Context: an optimization exercise on an open-source flow, tuned for a short achievable clock period and few clock cycles. The choices shown serve that exercise and are no tape-out recipe.
Only simulation tests tie the RTL to the original design; equivalence was not proved.
Power figures rest on the tool's default switching activity, not on a simulated workload.

### flow/constraint.sdc
create_clock -name core_clock -period 10.0 [get_ports {clk}]
set_input_delay 2.0000 -clock core_clock [delete_from_list [all_inputs] [get_ports {clk}]]
set_output_delay 2.0000 -clock core_clock [all_outputs]
set_load 0.01 [all_outputs]
### flow/design.v
`default_nettype none
package gb_core_pkg;
	typedef logic [7:0] byte_t;	 
	typedef logic [15:0] addr_t;	 
	typedef logic [3:0] flags_t;	 
	typedef logic [2:0] reg_sel_t;	 
	typedef enum logic [2:0] {
		SRC_NONE,
		SRC_REGA,
		SRC_REGB,
		SRC_MDR,
		SRC_PC_L,
		SRC_PC_H
	} alu_src_t;
	typedef enum logic [2:0] {
		DEST_NONE,
		DEST_REG,
		DEST_MDR,
		DEST_MAR_L,
		DEST_MAR_H,
		DEST_MAR_HL,
		DEST_PC_LATCH
	} alu_dest_t;
	typedef enum logic [2:0] {
		ALU_PASS_A,
		ALU_ADD,
		ALU_SUB,
		ALU_AND,
		ALU_OR,
		ALU_XOR,
		ALU_INC
	} alu_op_t;
	typedef enum logic [3:0] {
		FETCH,
		DECODE,
		READ_IMM1,
		READ_IMM2,
		MEM_RD,
		MEM_WR,
		EXEC,
		WRITEBACK,
		HALTED
	} cpu_state_t;
endpackage
`default_nettype wire
`timescale 1ns/100ps
`default_nettype none
module register_file (
	input logic clk,
	input logic rst,
	input gb_core_pkg::reg_sel_t sel_a,
	input gb_core_pkg::reg_sel_t sel_b,
	input gb_core_pkg::reg_sel_t wr_sel,
	input logic wr_en,
	input gb_core_pkg::byte_t wr_data,
	input logic flags_we,
	input gb_core_pkg::flags_t flags_in,
	output gb_core_pkg::byte_t out_a,
	output gb_core_pkg::byte_t out_b,
	output gb_core_pkg::flags_t flags,
	output gb_core_pkg::addr_t hl,
	output logic [63:0] window
);
	localparam gb_core_pkg::reg_sel_t IDX_HL_IND = 3'd6;	 
	gb_core_pkg::byte_t regs [0:7];	 
	gb_core_pkg::flags_t f_q;
	always_ff @(posedge clk, posedge rst) begin
		if (rst) begin
			for (int i = 0; i < 8; i++) begin
				regs[i] <= 8'h00;
			end
			f_q <= 4'h0;
		end else begin
			if (wr_en && wr_sel != IDX_HL_IND)
				regs[wr_sel] <= wr_data;
			if (flags_we)
				f_q <= flags_in;	 
		end
	end
	assign out_a = (sel_a == IDX_HL_IND) ? 8'h00 : regs[sel_a];
	assign out_b = (sel_b == IDX_HL_IND) ? 8'h00 : regs[sel_b];
	assign flags = f_q;
	assign hl = {regs[4], regs[5]};
	assign window = {regs[5], regs[4], f_q, 4'h0, regs[3],
		regs[2], regs[1], regs[0], regs[7]};
endmodule
`default_nettype wire
`timescale 1ns/100ps
`default_nettype none
module alu (
	input gb_core_pkg::byte_t op_a,
	input gb_core_pkg::byte_t op_b,
	input gb_core_pkg::alu_op_t op,
	input gb_core_pkg::flags_t curr_flags,
	output gb_core_pkg::byte_t result,
	output gb_core_pkg::flags_t next_flags
);
	logic [8:0] sum, diff;
	logic half_add, half_sub;
	logic z, n, h, c;
	assign sum = {1'b0, op_a} + {1'b0, op_b};
	assign diff = {1'b0, op_a} - {1'b0, op_b};	 
	assign half_add = ({1'b0, op_a[3:0]} + {1'b0, op_b[3:0]}) > 5'h0F;
	assign half_sub = op_a[3:0] < op_b[3:0];
	always_comb begin
		result = op_a;
		n = 1'b0;
		h = curr_flags[1];
		c = curr_flags[0];
		case (op)
			gb_core_pkg::ALU_ADD: begin
				result = sum[7:0];
				h = half_add;
				c = sum[8];
			end
			gb_core_pkg::ALU_SUB: begin
				result = diff[7:0];
				n = 1'b1;
				h = half_sub;
				c = diff[8];
			end
			gb_core_pkg::ALU_AND: begin
				result = op_a & op_b;
				h = 1'b1;
				c = 1'b0;
			end
			gb_core_pkg::ALU_OR: begin
				result = op_a | op_b;
				h = 1'b0;
				c = 1'b0;
			end
			gb_core_pkg::ALU_XOR: begin
				result = op_a ^ op_b;
				h = 1'b0;
				c = 1'b0;
			end
			gb_core_pkg::ALU_INC: begin
				result = op_a + 8'd1;
				h = (op_a[3:0] == 4'hF);	 
			end
			default: begin
				n = curr_flags[2];	 
			end
		endcase
		z = (result == 8'h00);
		if (op == gb_core_pkg::ALU_PASS_A)
			z = curr_flags[3];
	end
	assign next_flags = {z, n, h, c};
endmodule
`default_nettype wire
`timescale 1ns/100ps
`default_nettype none
module control_path (
	input logic clk,
	input logic rst,
	output logic ctrl_fetch,
	output logic ctrl_load_op_code,
	output logic ctrl_read_en,
	output logic ctrl_write_en,
	output logic ctrl_ld_flags,
	output gb_core_pkg::alu_src_t ctrl_alu_src_a,
	output gb_core_pkg::alu_src_t ctrl_alu_src_b,
	output gb_core_pkg::alu_op_t ctrl_alu_op,
	output gb_core_pkg::alu_dest_t ctrl_alu_dest,
	output gb_core_pkg::reg_sel_t ctrl_reg_sel_a,
	output gb_core_pkg::reg_sel_t ctrl_reg_sel_b,
	input gb_core_pkg::flags_t ctrl_flags,
	input gb_core_pkg::byte_t ctrl_ir,
	output logic halted
);
	localparam gb_core_pkg::reg_sel_t IDX_HL = 3'd6;
	localparam gb_core_pkg::reg_sel_t IDX_A = 3'd7;
	gb_core_pkg::cpu_state_t state, state_next;
	gb_core_pkg::reg_sel_t dst, src;
	logic is_halt, is_ld_imm, is_ld_rr, is_alu, is_inc;
	logic is_ld_a_hl, is_ld_hl_a, is_jp, jp_taken;
	gb_core_pkg::alu_op_t alu_kind;
	assign dst = ctrl_ir[5:3];
	assign src = ctrl_ir[2:0];
	assign is_halt = (ctrl_ir == 8'h76);
	assign is_ld_imm = (ctrl_ir[7:6] == 2'b00) && (src == 3'd6) && (dst != IDX_HL);
	assign is_inc = (ctrl_ir[7:6] == 2'b00) && (src == 3'd4) && (dst != IDX_HL);
	assign is_ld_rr = (ctrl_ir[7:6] == 2'b01) && (dst != IDX_HL) && (src != IDX_HL);
	assign is_ld_a_hl = (ctrl_ir == 8'h7E);
	assign is_ld_hl_a = (ctrl_ir == 8'h77);
	assign is_jp = (ctrl_ir == 8'hC3) || (ctrl_ir == 8'hC2);
	assign jp_taken = (ctrl_ir == 8'hC3) || !ctrl_flags[3];	 
	always_comb begin
		case (dst)
			3'd0: alu_kind = gb_core_pkg::ALU_ADD;
			3'd2: alu_kind = gb_core_pkg::ALU_SUB;
			3'd4: alu_kind = gb_core_pkg::ALU_AND;
			3'd5: alu_kind = gb_core_pkg::ALU_XOR;
			default: alu_kind = gb_core_pkg::ALU_OR;	 
		endcase
	end
	assign is_alu = (ctrl_ir[7:6] == 2'b10) && (src != IDX_HL) &&
		(dst == 3'd0 || dst == 3'd2 || dst == 3'd4 || dst == 3'd5 || dst == 3'd6);
	always_ff @(posedge clk, posedge rst) begin
		if (rst)
			state <= gb_core_pkg::FETCH;
		else
			state <= state_next;
	end
	assign halted = (state == gb_core_pkg::HALTED);
	always_comb begin
		state_next = state;
		ctrl_fetch = 1'b0;
		ctrl_load_op_code = 1'b0;
		ctrl_read_en = 1'b0;
		ctrl_write_en = 1'b0;
		ctrl_ld_flags = 1'b0;
		ctrl_alu_src_a = gb_core_pkg::SRC_NONE;
		ctrl_alu_src_b = gb_core_pkg::SRC_NONE;
		ctrl_alu_op = gb_core_pkg::ALU_PASS_A;
		ctrl_alu_dest = gb_core_pkg::DEST_NONE;
		ctrl_reg_sel_a = IDX_A;
		ctrl_reg_sel_b = src;
		case (state)
			gb_core_pkg::FETCH: begin
				ctrl_fetch = 1'b1;	 
				ctrl_read_en = 1'b1;
				state_next = gb_core_pkg::DECODE;
			end
			gb_core_pkg::DECODE: begin
				ctrl_load_op_code = 1'b1;
				state_next = gb_core_pkg::EXEC;
			end
			gb_core_pkg::EXEC: begin
				if (is_halt) begin
					state_next = gb_core_pkg::HALTED;
				end else if (is_ld_a_hl || is_ld_hl_a) begin
					ctrl_alu_dest = gb_core_pkg::DEST_MAR_HL;
					state_next = is_ld_a_hl ? gb_core_pkg::READ_IMM1 : gb_core_pkg::WRITEBACK;
				end else if (is_ld_imm || is_jp) begin
					state_next = gb_core_pkg::READ_IMM1;
				end else if (is_alu || is_inc || is_ld_rr) begin
					ctrl_alu_src_a = is_ld_rr ? gb_core_pkg::SRC_REGB : gb_core_pkg::SRC_REGA;
					ctrl_alu_src_b = gb_core_pkg::SRC_REGB;
					ctrl_reg_sel_a = is_inc ? dst : IDX_A;
					ctrl_alu_op = is_alu ? alu_kind : (is_inc ? gb_core_pkg::ALU_INC : gb_core_pkg::ALU_PASS_A);
					ctrl_alu_dest = gb_core_pkg::DEST_MDR;	 
					ctrl_ld_flags = !is_ld_rr;
					state_next = gb_core_pkg::WRITEBACK;
				end else begin
					state_next = gb_core_pkg::FETCH;	 
				end
			end
			gb_core_pkg::READ_IMM1: begin
				ctrl_read_en = 1'b1;
				ctrl_fetch = !is_ld_a_hl;	 
				state_next = is_jp ? gb_core_pkg::READ_IMM2 : gb_core_pkg::MEM_RD;
			end
			gb_core_pkg::READ_IMM2: begin
				ctrl_read_en = 1'b1;
				ctrl_fetch = 1'b1;
				state_next = gb_core_pkg::MEM_RD;
			end
			gb_core_pkg::MEM_RD: begin
				if (is_jp) begin
					ctrl_alu_src_a = gb_core_pkg::SRC_MDR;	 
					ctrl_alu_dest = gb_core_pkg::DEST_MAR_L;
					state_next = gb_core_pkg::MEM_WR;
				end else begin
					state_next = gb_core_pkg::WRITEBACK;
				end
			end
			gb_core_pkg::MEM_WR: begin
				if (is_jp) begin
					ctrl_alu_src_a = gb_core_pkg::SRC_MDR;	 
					ctrl_alu_dest = gb_core_pkg::DEST_MAR_H;
					state_next = gb_core_pkg::WRITEBACK;
				end else begin
					ctrl_write_en = 1'b1;
					state_next = gb_core_pkg::FETCH;
				end
			end
			gb_core_pkg::WRITEBACK: begin
				state_next = gb_core_pkg::FETCH;
				if (is_jp) begin
					ctrl_alu_dest = jp_taken ? gb_core_pkg::DEST_PC_LATCH : gb_core_pkg::DEST_NONE;
				end else if (is_ld_hl_a) begin
					ctrl_alu_src_a = gb_core_pkg::SRC_REGA;
					ctrl_alu_dest = gb_core_pkg::DEST_MDR;
					state_next = gb_core_pkg::MEM_WR;
				end else begin
					ctrl_alu_src_a = gb_core_pkg::SRC_MDR;
					ctrl_reg_sel_a = is_alu ? IDX_A : dst;
					ctrl_alu_dest = gb_core_pkg::DEST_REG;
				end
			end
			default: state_next = gb_core_pkg::HALTED;	 
		endcase
	end
endmodule
`default_nettype wire
`timescale 1ns/100ps
`default_nettype none
module datapath (
	input logic clk,
	input logic rst,
	input logic ctrl_fetch,
	input logic ctrl_load_op_code,
	input logic ctrl_read_en,
	input logic ctrl_write_en,
	input logic ctrl_ld_flags,
	input gb_core_pkg::alu_src_t ctrl_alu_src_a,
	input gb_core_pkg::alu_src_t ctrl_alu_src_b,
	input gb_core_pkg::alu_op_t ctrl_alu_op,
	input gb_core_pkg::alu_dest_t ctrl_alu_dest,
	input gb_core_pkg::reg_sel_t ctrl_reg_sel_a,
	input gb_core_pkg::reg_sel_t ctrl_reg_sel_b,
	output gb_core_pkg::flags_t ctrl_flags,
	output gb_core_pkg::byte_t ctrl_ir,
	output gb_core_pkg::addr_t mem_addr,
	output gb_core_pkg::byte_t mem_wdata,
	input gb_core_pkg::byte_t mem_rdata,
	output logic mem_re,
	output logic mem_we,
	output logic [63:0] window
);
	gb_core_pkg::addr_t pc, sp, mar, hl;
	gb_core_pkg::byte_t ir, mdr;
	logic rd_q;	 
	gb_core_pkg::byte_t out_a, out_b, in_a, in_b, alu_result;
	gb_core_pkg::flags_t flags, alu_flags;
	logic reg_we, mdr_we, mar_l_we, mar_h_we, mar_hl_we, pc_ld;
	assign reg_we = (ctrl_alu_dest == gb_core_pkg::DEST_REG);
	assign mdr_we = (ctrl_alu_dest == gb_core_pkg::DEST_MDR);
	assign mar_l_we = (ctrl_alu_dest == gb_core_pkg::DEST_MAR_L);
	assign mar_h_we = (ctrl_alu_dest == gb_core_pkg::DEST_MAR_H);
	assign mar_hl_we = (ctrl_alu_dest == gb_core_pkg::DEST_MAR_HL);
	assign pc_ld = (ctrl_alu_dest == gb_core_pkg::DEST_PC_LATCH);
	always_ff @(posedge clk, posedge rst) begin
		if (rst) begin
			pc <= 16'h0000;
			sp <= 16'hFFFE;
			mar <= 16'h0000;
			ir <= 8'h00;
			mdr <= 8'h00;
			rd_q <= 1'b0;
		end else begin
			rd_q <= ctrl_read_en;
			if (ctrl_fetch)
				pc <= pc + 16'd1;
			else if (pc_ld)
				pc <= mar;	 
			if (ctrl_fetch)
				mar <= pc;
			else if (mar_hl_we)
				mar <= hl;
			else if (mar_l_we)
				mar[7:0] <= alu_result;
			else if (mar_h_we)
				mar[15:8] <= alu_result;
			if (ctrl_load_op_code)
				ir <= mem_rdata;
			if (rd_q && !ctrl_load_op_code)
				mdr <= mem_rdata;
			else if (mdr_we)
				mdr <= alu_result;
		end
	end
	always_comb begin
		case (ctrl_alu_src_a)
			gb_core_pkg::SRC_REGA: in_a = out_a;
			gb_core_pkg::SRC_REGB: in_a = out_b;
			gb_core_pkg::SRC_MDR: in_a = mdr;
			gb_core_pkg::SRC_PC_L: in_a = pc[7:0];
			gb_core_pkg::SRC_PC_H: in_a = pc[15:8];
			default: in_a = 8'h00;
		endcase
	end
	always_comb begin
		case (ctrl_alu_src_b)
			gb_core_pkg::SRC_REGA: in_b = out_a;
			gb_core_pkg::SRC_REGB: in_b = out_b;
			gb_core_pkg::SRC_MDR: in_b = mdr;
			gb_core_pkg::SRC_PC_L: in_b = pc[7:0];
			gb_core_pkg::SRC_PC_H: in_b = pc[15:8];
			default: in_b = 8'h00;
		endcase
	end
	register_file register_file_i (
		.clk(clk),
		.rst(rst),
		.sel_a(ctrl_reg_sel_a),
		.sel_b(ctrl_reg_sel_b),
		.wr_sel(ctrl_reg_sel_a),
		.wr_en(reg_we),
		.wr_data(alu_result),
		.flags_we(ctrl_ld_flags),
		.flags_in(alu_flags),
		.out_a(out_a),
		.out_b(out_b),
		.flags(flags),
		.hl(hl),
		.window(window)
	);
	alu alu_i (
		.op_a(in_a),
		.op_b(in_b),
		.op(ctrl_alu_op),
		.curr_flags(flags),
		.result(alu_result),
		.next_flags(alu_flags)
	);
	assign ctrl_flags = flags;
	assign ctrl_ir = ir;
	assign mem_addr = ctrl_fetch ? pc : mar;
	assign mem_wdata = mdr;
	assign mem_re = ctrl_read_en;
	assign mem_we = ctrl_write_en;
endmodule
`default_nettype wire
`timescale 1ns/100ps
`default_nettype none
module sram (
	input logic clk,
	input gb_core_pkg::addr_t mem_addr,
	input gb_core_pkg::byte_t mem_wdata,
	output gb_core_pkg::byte_t mem_rdata,
	input logic mem_re,
	input logic mem_we,
	input logic load_we,
	input logic [8-1:0] load_addr,
	input gb_core_pkg::byte_t load_data
);
	localparam int DEPTH = 1 << 8;
	gb_core_pkg::byte_t ram [0:DEPTH-1];
	logic [8-1:0] cpu_addr;
	assign cpu_addr = mem_addr[8-1:0];	 
	always_ff @(posedge clk) begin
		if (load_we)
			ram[load_addr] <= load_data;	 
		else if (mem_we)
			ram[cpu_addr] <= mem_wdata;
		if (mem_re)
			mem_rdata <= ram[cpu_addr];
	end
endmodule
`default_nettype wire
`timescale 1ns/100ps
`default_nettype none
module gb_core (
	input logic clk,
	input logic rst,
	input logic load_we,
	input logic [8-1:0] load_addr,
	input gb_core_pkg::byte_t load_data,
	output logic halted,
	output gb_core_pkg::byte_t reg_a,
	output gb_core_pkg::byte_t reg_b,
	output gb_core_pkg::byte_t reg_c,
	output gb_core_pkg::byte_t reg_d,
	output gb_core_pkg::byte_t reg_e,
	output gb_core_pkg::byte_t reg_f,
	output gb_core_pkg::byte_t reg_h,
	output gb_core_pkg::byte_t reg_l
);
	logic fetch, load_op_code, read_en, write_en, ld_flags;
	gb_core_pkg::alu_src_t alu_src_a, alu_src_b;
	gb_core_pkg::alu_op_t alu_op;
	gb_core_pkg::alu_dest_t alu_dest;
	gb_core_pkg::reg_sel_t reg_sel_a, reg_sel_b;
	gb_core_pkg::flags_t flags;
	gb_core_pkg::byte_t ir;
	gb_core_pkg::addr_t mem_addr;
	gb_core_pkg::byte_t mem_wdata, mem_rdata;
	logic mem_re, mem_we;
	logic [63:0] window;
	control_path control_path_i (.clk(clk), .rst(rst),
		.ctrl_fetch(fetch), .ctrl_load_op_code(load_op_code), .ctrl_read_en(read_en),
		.ctrl_write_en(write_en), .ctrl_ld_flags(ld_flags), .ctrl_alu_src_a(alu_src_a),
		.ctrl_alu_src_b(alu_src_b), .ctrl_alu_op(alu_op), .ctrl_alu_dest(alu_dest),
		.ctrl_reg_sel_a(reg_sel_a), .ctrl_reg_sel_b(reg_sel_b), .ctrl_flags(flags),
		.ctrl_ir(ir), .halted(halted));
	datapath datapath_i (.clk(clk), .rst(rst),
		.ctrl_fetch(fetch), .ctrl_load_op_code(load_op_code), .ctrl_read_en(read_en),
		.ctrl_write_en(write_en), .ctrl_ld_flags(ld_flags), .ctrl_alu_src_a(alu_src_a),
		.ctrl_alu_src_b(alu_src_b), .ctrl_alu_op(alu_op), .ctrl_alu_dest(alu_dest),
		.ctrl_reg_sel_a(reg_sel_a), .ctrl_reg_sel_b(reg_sel_b), .ctrl_flags(flags),
		.ctrl_ir(ir), .mem_addr(mem_addr), .mem_wdata(mem_wdata), .mem_rdata(mem_rdata),
		.mem_re(mem_re), .mem_we(mem_we), .window(window));
	sram sram_i (.clk(clk), .mem_addr(mem_addr), .mem_wdata(mem_wdata),
		.mem_rdata(mem_rdata), .mem_re(mem_re), .mem_we(mem_we), .load_we(load_we),
		.load_addr(load_addr), .load_data(load_data));
	assign reg_a = window[7:0];
	assign reg_b = window[15:8];
	assign reg_c = window[23:16];
	assign reg_d = window[31:24];
	assign reg_e = window[39:32];
	assign reg_f = window[47:40];
	assign reg_h = window[55:48];
	assign reg_l = window[63:56];
endmodule
`default_nettype wire
### flow/run.sh
#!/bin/bash
# synth_recipe.tcl (not shown) runs the flow's synth.tcl, then flattens the netlist and writes it again
# the make line also repeats each setting of config.mk as NAME=value (left out here)
make -C /OpenROAD-flow-scripts/flow DESIGN_CONFIG=/design/flow/config.mk WORK_HOME=/design/flow/orfs CLKGATE_MAP_FILE= SYNTH_SCRIPT=/design/flow/synth_recipe.tcl finish
### flow/config.mk
export PLATFORM = sky130hd
export DESIGN_NAME = gb_core
export DESIGN_NICKNAME = gb_core
export VERILOG_FILES = /design/flow/design.v
export SDC_FILE = /design/flow/constraint.sdc
export NUM_CORES = 4
export LEC_CHECK = 0
export CAP_MARGIN = 20
export CORE_MARGIN = 2
export CORE_UTILIZATION = 40
export SLEW_MARGIN = 20
==> results.py <==
metrics = {
    "run_status": {
        "outcome": "no timing/DRC/antenna violations",
    },
    "clock_tree": {
        "post_cts_buffers": 0,
        "htree_levels": 4,
        "clock_sinks": 2153,
        "clk_pin_slew_ns": 0.06,
        "numCtsBuffers": 215,
        "holdBufCountCts": 0,
        "clkLatencyLatePin_ns": 0.89,
        "cts_root_buf": "clkbuf_16",
        "cts_tree": "yes",
        "cts_max_path_buffers": 3,
        "cts_resized": 0,
    },
    "synth": {
        "yosysUniqueCellTypes": 102,
        "ys_dominant_reg_cell": "edfxtp_1",
        "synth_edf_count": 2056,
        "yosysWarnings": 6,
        "async_reset_ff_share_pct": 4.51,
        "synth_area_um2": 88000,
        "syn_inst": 5603,
        "ys_ff_latch": 2153,
        "avgSynthCellArea_um2": 15.7,
        "seq_area_frac_synth_pct": 72.9,
    },
    "flow_run": {
        "cap_viol_max_count": 0,
    },
    "global_route": {
        "grt_pass1_vias": 50386,
        "antenna_found_initial": 9,
        "use_met3_pct": 4.57,
        "grt_usage_pct": 22.3,
        "grt_overflow": 0,
        "grt_max_degree": 197,
        "gr-usage-met2_pct": 34.5,
        "met1_usage_pct": 31.6,
        "busiest_layer": "met2",
        "grt_first_pass_wirelength_um": 366000,
    },
    "routing": {
        "post-route-drc-count": 0,
        "wl_per_cell_um": 29.0,
        "via_count": 52430,
        "first_pass_iters": 6,
        "ant_nets": 0,
        "first_iter_violations": 6817,
        "wirelength_um": 253000,
        "viasPerCell": 6.01,
    },
    "sta": {
        "finalClockSkew_ns": 0.0507,
        "fmax_mhz": 140,
        "rsz0062_at_grt": "false",
        "setup_tns_ns": 0,
        "hold_viol_final": 0,
        "relSlewSlack_pct": 16.1,
        "finalSetupViolations": 0,
        "drv_slew": 0,
        "fin_crit_sh_pct": 71.3,
        "fin_crit_ns": 7.13,
        "tightest_slew_ns": 1.25,
    },
    "hold_path": {
        "hold_end": "datapath_i.mdr[6]",
        "hp-class": "reg -> reg",
        "min_delay_path_depth": 2,
        "hp-start": "sram_i.mem_rdata[6]",
    },
    "floorplanning": {
        "die_w_um": 473,
        "coreArea_um2": 219000,
        "dieHeight_um": 473,
        "initial_core_util_pct": 40.1,
        "rows": 172,
        "ioPinCount": 84,
        "die_area_um2": 224000,
    },
    "pwr": {
        "irDropWorstVdd_mv": 0.591,
        "power_leakage_nw": 32.5,
        "p_per_area_nw_per_um2": 322,
    },
    "setup_path": {
        "r2r_slack_ns": 2.87,
        "crit_cells": 12,
        "worstSetupPathType": "reg -> reg",
        "cp_slowest_cell": "dfrtp_1",
        "critical_path.cell_chain": "and4b_1, a41oi_1, a211oi_4, buf_4, buf_4, buf_12, mux4_2, a22oi_1, o211ai_1, nor3_1, nand3_1, and3_1",
        "required_ns": 10.61,
        "rr_worst_depth": 12,
        "cp_common_cell": "buf_4",
        "path_buf_inv": 3,
        "r2r-start": "datapath_i.ir[5]",
        "cp-start-kind": "flip-flop",
        "end_kind": "flip-flop",
        "arrival_ns": 7.74,
        "crit_path_max_incr_delay_ns": 0.95,
        "critPathMaxFanout": 120,
        "reg2reg_to": "sram_i.mem_rdata[1]",
        "crit_family": "simple AND/OR/NAND/NOR gates",
    },
    "finish": {
        "final_util_pct": 45.3,
        "finalNonFillerCells": 8722,
        "area_growth_pct": 12.8,
        "post-route-cell-area_um2": 99300,
        "drive_above_1_share_pct": 12.2,
        "nFillCells": 18855,
        "fin_nets": 5710,
    },
    "placement": {
        "dpl_cell_area_um2": 92300,
        "place_hpwl_um": 153000,
        "io_buffers": 79,
        "placed_cells": 8316,
        "place_congestion": 0.917,
    },
}
==> stage by stage <==
stage	hold slack [ns]	setup slack (ns)	total power, mW
2_1_floorplan	0.445	2.79	19.2
3_3_place_gp	0.502	2.78	23.8
3_5_place_dp	0.501	3.06	24.0
4_1_cts	0.523	2.99	32.0
5_1_grt	0.551	2.74	33.1
6_report	0.518	2.87	32.0
==> worst max path at each step <==
| stage | slack, ns | from | endpoint |
|---|---|---|---|
| 6_report | 2.87 | datapath_i.ir[5] | sram_i.mem_rdata[1] |
| 5_1_grt | 2.74 | datapath_i.ir[5] | sram_i.mem_rdata[1] |
| 4_1_cts | 2.99 | datapath_i.ir[5] | sram_i.mem_rdata[1] |
| 3_5_place_dp | 3.06 | datapath_i.ir[5] | sram_i.mem_rdata[1] |
| 3_3_place_gp | 2.78 | datapath_i.ir[5] | sram_i.mem_rdata[7] |
| 2_1_floorplan | 2.79 | load_we | sram_i.ram[0][6] |
==> placed cells by master, fill, tap and decap left out, drive strengths merged, types with 18 or more instances in the layout <==
master / instances
a211oi: 19
a21oi: 100
a221o: 18
a221oi: 193
a22oi: 75
a31oi: 31
a32o: 18
a32oi: 37
buf: 109
bufinv: 18
clkbuf: 266
clkdlybuf4s50: 79
clkinv: 105
dfrtp: 97
edfxtp: 2056
ha: 27
inv: 51
mux2: 54
mux2i: 475
mux4: 164
nand2: 680
nand3: 309
nor2: 361
nor3: 64
nor4: 37
o211ai: 21
o21ai: 77
==> synth_stat cells (all sizes together), types with 18 or more instances <==
cell | instances | area share, %
edfxtp | 2056 | 70
nand2 | 680 | 2.9
mux2i | 475 | 5.4
nor2 | 361 | 1.5
nand3 | 309 | 1.8
clkbuf | 205 | 0.87
a221oi | 193 | 1.9
mux4 | 164 | 4.2
buf | 144 | 0.79
a21oi | 100 | 0.57
dfrtp | 97 | 2.8
o21ai | 77 | 0.44
a22oi | 75 | 0.64
nor3 | 64 | 0.40
mux2 | 54 | 0.69
inv | 41 | 0.17
a32oi | 37 | 0.38
nor4 | 37 | 0.28
a31oi | 31 | 0.22
ha | 27 | 0.38
o211ai | 21 | 0.18
a211oi | 19 | 0.18
a221o | 18 | 0.20
a32o | 18 | 0.20
==> cell families (layout without fill, tap and decap cells) <==
| group | Yosys count | count (layout) | synth area share (%) |
|---|---|---|---|
| DFF | 2153 | 2153 | 72.9 |
| and+or+nand+nor | 1578 | 1578 | 7.90 |
| AOI/OAI and AO/OA | 755 | 755 | 6.61 |
| muxes | 693 | 693 | 10.3 |
| buffers and inverters | 392 | 632 | 1.85 |
| adders and majority gates | 29 | 29 | 0.429 |
| xor gates and xnor gates | 2 | 2 | 0.0199 |
| other | 1 | 9 | 0.00426 |
==> state kept, by name, summed over array words and instances, names as in the netlist <==
name                             cells
datapath_i.pc                        8
sram_i.ram                        2048
control_path_i.state                 4
datapath_i.register_file_i.f_q       4
datapath_i.mdr                       8
datapath_i.ir                        8
datapath_i.mar                       8
sram_i.mem_rdata                     8
datapath_i.rd_q                      1
datapath_i.register_file_i.regs     56
==> cell type report <==
type	count	area, um2	area share [%]
Timing Repair Buffer	188	1790	1.80
Clock buffer	266	5640	5.68
Clock inverter	135	1310	1.32
Multi-Input combinational cell	3061	22600	22.8
Sequential cell	2153	64200	64.6
Inverter	43	164	0.165
Antenna cell	5	12.5	0.0126
Tap cell	2871	3590	3.62
==> tightest hold or removal path, stage by stage, from the launching register on <==
cell and delay [ns]:
edfxtp_1 0.34, nand2_1 0.06, o21ai_0 0.07
==> per-layer routing <==
metal | up-vias | wire length (um)
li1 | 22260 | -
met1 | 27033 | 105000
met2 | 2704 | 117000
met3 | 433 | 23400
met4 | 0 | 8340
met5 | - | 0
==> report_power, final <==
part | total [mW] | leakage (nW) | internal (mW) | switching [mW]
Sequential | 10.8 | 19.8 | 10.5 | 0.268
Combinational | 13.2 | 9.30 | 4.22 | 8.96
Clock | 7.99 | 3.40 | 4.49 | 3.50
Testbench counts, summed over its fixed seeds: cycles 95,733.

[what the ideal ports hide]
The flow's constraints put no driver on any port. The routed layout listed below was extracted and timed again, unchanged, in two steps. Step 1 assumes that a clkbuf_16 drives the clock port and a buf_2 every other input. Step 2, shift: input delay + t, output delay - t, t = (earliest + latest rising clock arrival at the registers) / 2. This alone moves slack from input paths to output paths. Slacks: ideal ports / drivers / drivers and shift; pairs: ideal ports / drivers.
t (ns): 0.948
setup WS [ns]: 2.871 / 2.871 / 2.871
worst setup path at the end: register to register
After both steps this run still meets setup and hold. The setup slack of this run moves by 0.000 ns with the drivers and by 0.000 ns with both steps.
